Background: an optimization exercise with open tools, aiming at small area. Do not read the settings as production practice.
In this exercise RTL edits were held to simulation tests only and were not proved equivalent to the original.
Power is estimated from default activity; no workload was simulated.

**design/flow/design.v**
```verilog
package alu_pkg;
  localparam int unsigned DATA_W    = 256;
  localparam int unsigned SCALAR_W  = 32;
  localparam int unsigned LANE_W    = 16;
  localparam int unsigned NUM_LANES = DATA_W / LANE_W;
  localparam int unsigned OP_W      = 3;
  typedef enum logic [OP_W-1:0] {
    OP_ADD = 3'b000,
    OP_SUB = 3'b001,
    OP_AND = 3'b010,
    OP_OR  = 3'b011,
    OP_XOR = 3'b100,
    OP_SHL = 3'b101,
    OP_SHR = 3'b110,
    OP_SLT = 3'b111
  } scalar_op_e;
  typedef enum logic [OP_W-1:0] {
    OP_VADD   = 3'b000,
    OP_VSUB   = 3'b001,
    OP_VAND   = 3'b010,
    OP_VMUL   = 3'b011,
    OP_VXOR   = 3'b100,
    OP_VROT   = 3'b101,
    OP_VSHR   = 3'b110,
    OP_VPASSB = 3'b111
  } vector_op_e;
endpackage
module simd_alu_lane
(
  input  logic [alu_pkg::LANE_W-1:0] a,
  input  logic [alu_pkg::LANE_W-1:0] b,
  input  logic [alu_pkg::OP_W-1:0]   op,
  output logic [alu_pkg::LANE_W-1:0] y_c
);
  logic [3:0] amt;
  assign amt = b[3:0];
  always_comb begin
    y_c = '0;
    unique case (op)
      alu_pkg::OP_VADD:   y_c = a + b;
      alu_pkg::OP_VSUB:   y_c = a - b;
      alu_pkg::OP_VAND:   y_c = a & b;
      alu_pkg::OP_VMUL:   y_c = a * b;
      alu_pkg::OP_VXOR:   y_c = a ^ b;
      alu_pkg::OP_VROT:   y_c = (a << amt) | (a >> (5'd16 - 5'(amt)));
      alu_pkg::OP_VSHR:   y_c = a >> amt;
      alu_pkg::OP_VPASSB: y_c = b;
      default:   y_c = '0;
    endcase
  end
endmodule
module simd_alu
(
  input  logic              clk,
  input  logic              rst_n,
  input  logic [alu_pkg::DATA_W-1:0] A,
  input  logic [alu_pkg::DATA_W-1:0] B,
  output logic [alu_pkg::DATA_W-1:0] Result,
  input  logic [alu_pkg::OP_W-1:0]   ALUControl,
  input  logic              RegFileSelect
);
  logic [alu_pkg::SCALAR_W-1:0] sa;
  logic [alu_pkg::SCALAR_W-1:0] sb;
  logic [alu_pkg::SCALAR_W-1:0] scalar_c;
  logic [alu_pkg::DATA_W-1:0]   vector_c;
  logic [alu_pkg::DATA_W-1:0]   result_d;
  logic [alu_pkg::DATA_W-1:0]   result_q;
  assign sa = A[alu_pkg::SCALAR_W-1:0];
  assign sb = B[alu_pkg::SCALAR_W-1:0];
  always_comb begin
    scalar_c = '0;
    unique case (ALUControl)
      alu_pkg::OP_ADD:  scalar_c = sa + sb;
      alu_pkg::OP_SUB:  scalar_c = sa - sb;
      alu_pkg::OP_AND:  scalar_c = sa & sb;
      alu_pkg::OP_OR:   scalar_c = sa | sb;
      alu_pkg::OP_XOR:  scalar_c = sa ^ sb;
      alu_pkg::OP_SHL:  scalar_c = sa << sb[4:0];
      alu_pkg::OP_SHR:  scalar_c = sa >> sb[4:0];
      alu_pkg::OP_SLT:  scalar_c = alu_pkg::SCALAR_W'(sa < sb);
      default: scalar_c = '0;
    endcase
  end
  for (genvar i = 0; i < alu_pkg::NUM_LANES; i++) begin : g_lane
    simd_alu_lane u_lane (
      .a   (A[i*alu_pkg::LANE_W +: alu_pkg::LANE_W]),
      .b   (B[i*alu_pkg::LANE_W +: alu_pkg::LANE_W]),
      .op  (ALUControl),
      .y_c (vector_c[i*alu_pkg::LANE_W +: alu_pkg::LANE_W])
    );
  end
  always_comb begin
    result_d = '0;
    if (RegFileSelect) begin
      result_d = vector_c;
    end else begin
      result_d[alu_pkg::SCALAR_W-1:0] = scalar_c;
    end
  end
  always_ff @(posedge clk or negedge rst_n) begin
    if (!rst_n) begin
      result_q <= '0;
    end else begin
      result_q <= result_d;
    end
  end
  assign Result = result_q;
endmodule
```
**design/flow/run.sh**
```bash
#!/bin/bash
# synth_recipe.tcl (not shown) runs the flow's synth.tcl, then flattens the netlist and writes it again
# the make line also repeats each setting of config.mk as NAME=value (left out here)
make -C /OpenROAD-flow-scripts/flow DESIGN_CONFIG=/design/flow/config.mk WORK_HOME=/design/flow/orfs CLKGATE_MAP_FILE= SYNTH_SCRIPT=/design/flow/synth_recipe.tcl finish
```
**design/flow/config.mk**
```make
export PLATFORM = sky130hd
export DESIGN_NAME = simd_alu
export DESIGN_NICKNAME = simd_alu
export VERILOG_FILES = /design/flow/design.v
export SDC_FILE = /design/flow/constraint.sdc
export NUM_CORES = 4
export LEC_CHECK = 0
export CAP_MARGIN = 20
export CORE_MARGIN = 2
export CORE_UTILIZATION = 40
export SLEW_MARGIN = 20
```
**design/flow/constraint.sdc**
```tcl
create_clock -name core_clock -period 10.0 [get_ports {clk}]
set_input_delay 2.0000 -clock core_clock [delete_from_list [all_inputs] [get_ports {clk}]]
set_output_delay 2.0000 -clock core_clock [all_outputs]
set_load 0.01 [all_outputs]
```
==> run notes <==
[worst paths after layout]
kind | cells past startpoint | to | start | slack [ns]
setup / recovery | 23 | result_q[31] | B[22] | 2.14
hold / removal | 1 | result_q[148] | rst_n | 1.16
max in group asynchronous | 3 | result_q[44] | rst_n | 6.96
min in group core_clock | 2 | result_q[29] | RegFileSelect | 1.93
[stage by stage]
stage	instance area (um2)	cells	hold slack [ns]	worst slack [ns]	power (mW)
after global routing	143000	22000	1.15	1.81	29.7
after detailed placement	141000	21900	1.92	1.48	24.9
after CTS	143000	22000	1.09	2.29	26.9
after floorplan	130000	17600	1.70	1.61	18.2
after global placement	141000	21900	1.91	1.50	24.7
final	143000	22000	1.16	2.14	27.0
[layout make-up]
class,count,share of cell area
inverters,2318,0.0610
repair buffers,1185,0.0754
diodes,35,0.000613
clock inverters,25,0.00180
multi-input cells,13800,0.770
flip-flops and latches,256,0.0448
clock buffers,57,0.00893
well taps,4325,0.0379
[cell usage in the layout (no fill, tap or decap), drive strengths merged, types with 725 or more instances in the layout]
master         count
fa              1298
a21oi           1323
clkdlybuf4s50    725
inv             2304
o21ai            972
xnor2            795
ha              1374
and2             777
nor2            1361
nand2           2129
[kinds of logic after synthesis]
logic type,after synthesis,synth area share
multiplexers,486,0.0479
AO/OA/AOI/OAI,4237,0.207
AND/OR/NAND/NOR,5281,0.184
XOR/XNOR,1108,0.0748
flip-flops,256,0.0494
buffers and inverters,3542,0.104
adder cells (fa/ha/maj),2672,0.333
[metal layers]
layer	vias to the layer above	routed length (um)	track usage
met5	-	172	0
met4	26	28800	0.149
met1	65100	246000	0.474
met2	7680	251000	0.526
met3	1418	60000	0.0696
li1	59100	-	-
[where the power goes]
part	leakage [nW]	internal (mW)	switching, mW	total, mW
Clock	0.728	0.986	0.798	1.78
Combinational	60.9	9.97	13.8	23.8
Sequential	3.31	1.23	0.169	1.40
==> impl_metrics.tcl <==
set metrics [dict create \
    vias 133000 \
    portBuffers 773 \
    viasPerCell 6.06 \
    area_growth_pct 10.2 \
    drt-total-wl_um 586000 \
    drt_iter0_markers 15600 \
    status "no timing/DRC/antenna violations" \
    drtAntennaViolNets 0 \
    post-dp-hpwl_um 440000 \
    largest_register "result_q" \
    max_stage_delay_ns 0.75 \
    syn-cell-area_um2 130000 \
    yosysTopAreaCellShare 0.200 \
    cp_max_fo 9 \
    top_regs "result_q x256" \
    min_period_ns 7.86 \
    crit_type "in2reg" \
    floorplan.initialDensity 0.401 \
    leakagePower_nw 65.0 \
    final_util 0.442 \
    fmaxAchievable_mhz 127 \
    grt_max_degree 103 \
    die_area_um2 329000 \
    synth.avg_cell_area_um2 7.38 \
    htree_levels 2 \
    syn_inst 17600 \
    path_cells "clkdlybuf4s50_1 -> clkinv_1 -> nor2_1 -> fa_1 -> inv_1 -> fa_1 -> fa_1 -> fa_1 -> inv_1 -> fa_1 -> inv_1 -> fa_1 -> inv_1 -> ha_1 -> a21oi_1 -> o21bai_1 -> a41oi_1 -> o2bb2ai_1 -> xnor2_1 -> a21oi_1 -> a2111oi_0 -> a221oi_1 -> nand3_1" \
    grt_overflow_total 0 \
    nFillCells 33500 \
    ff_latch_area_um2 6410 \
    drtPass1Iterations 8 \
    layout-drive-gt1-share 0.0462 \
    fp.coreArea_um2 323000 \
    ys_top_cells_by_area "fa_1, ha_1, inv_1, nand2_1, xnor2_1" \
    critPathMostFrequentCell "fa_1" \
    critPathTopFamily "adder cells" \
    synth_area_leader_cell "fa_1" \
    cp-end-kind "flip-flop" \
    grt_pass1_vias 131000 \
    slew_headroom 0.225 \
    ys.warnings.count 2 \
    hold_path.class "in2async" \
    crit_slowest_cell "clkdlybuf4s50_1" \
    powerDensity_nw_per_um2 189 \
    synth_cell_types 105 \
    routedWlPerCell_um 26.6 \
    ys.flop_type "dfrtp_1" \
    largest_register_ffs 256 \
    path_clk_slew_ns 0.08 \
    netlist_top_cells_count "inv_1, nand2_1, ha_1" \
    tns_ns 0 \
    crit_path_start_kind "input port" \
    row_count 209 \
    antenna_found_initial 54 \
    drc_errors 0 \
    cts_tree "built" \
    cts_resized 0 \
    synth_edf_count 0 \
    grt_pass1_wl_um 870000 \
    clock-sinks 256 \
    ir_drop_mv 0.233 \
    finalMaxSlewViolations 0 \
    clock-root-buffer "clkbuf_16" \
    ys_ff_latch 256 \
    die_y_um 574 \
    gp_congestion 1.01 \
    synth_most_common_cell "inv_1" \
    die_x_um 574 \
    hold_violations 0 \
    cts_made_buffers 46 \
    holdBufCountCts 0 \
    rsz0062_at_grt "no" \
    clock_path_buffers 3 \
    maxCapViolCount 0 \
    track_usage 0.346 \
    worst_slew_pin_slew_ns 1.15 \
    multi_input_area_um2 110000 \
    cp.required_ns 10.64 \
    finalCritPeriodShare 0.786 \
    syn_nets 20800 \
    final_nets 20800 \
    cp.buffers_inverters 6 \
    synthArstFlopShare 1.00 \
    setup_violations 0 \
    worst_ep_arrival_time_ns 8.50 \
    postCtsSetupBuffers 0 \
    io_pins 774 \
    ys_seq_area_frac 0.0494 \
]

## afterwards: timing with drivers on the ports
No port has a modelled driver above. Below, the same layout with a new extraction and two added sets of constraints. Step 1 (the two cells are an assumption about what drives the block):
set clk [get_ports {clk}]
set_driving_cell -lib_cell sky130_fd_sc_hd__clkbuf_16 $clk
set_driving_cell -lib_cell sky130_fd_sc_hd__buf_2 [delete_from_list [all_inputs] $clk]
Step 2, shift: input delay + t, output delay - t, t = (earliest + latest rising clock arrival at the registers) / 2. This alone moves slack from input paths to output paths. Three values: ideal, step 1, step 2; two values: the first two.
t (ns): 0.820
slack for setup (ns): 2.136 / 2.166 / 1.346
worst setup path at the end: input to register
worst register clock-pin slew, ns: 0.08 / 0.08
After both steps this run still meets setup and hold. For this run, drivers alone change the setup slack by +0.030 ns; drivers and shift together by -0.790 ns.
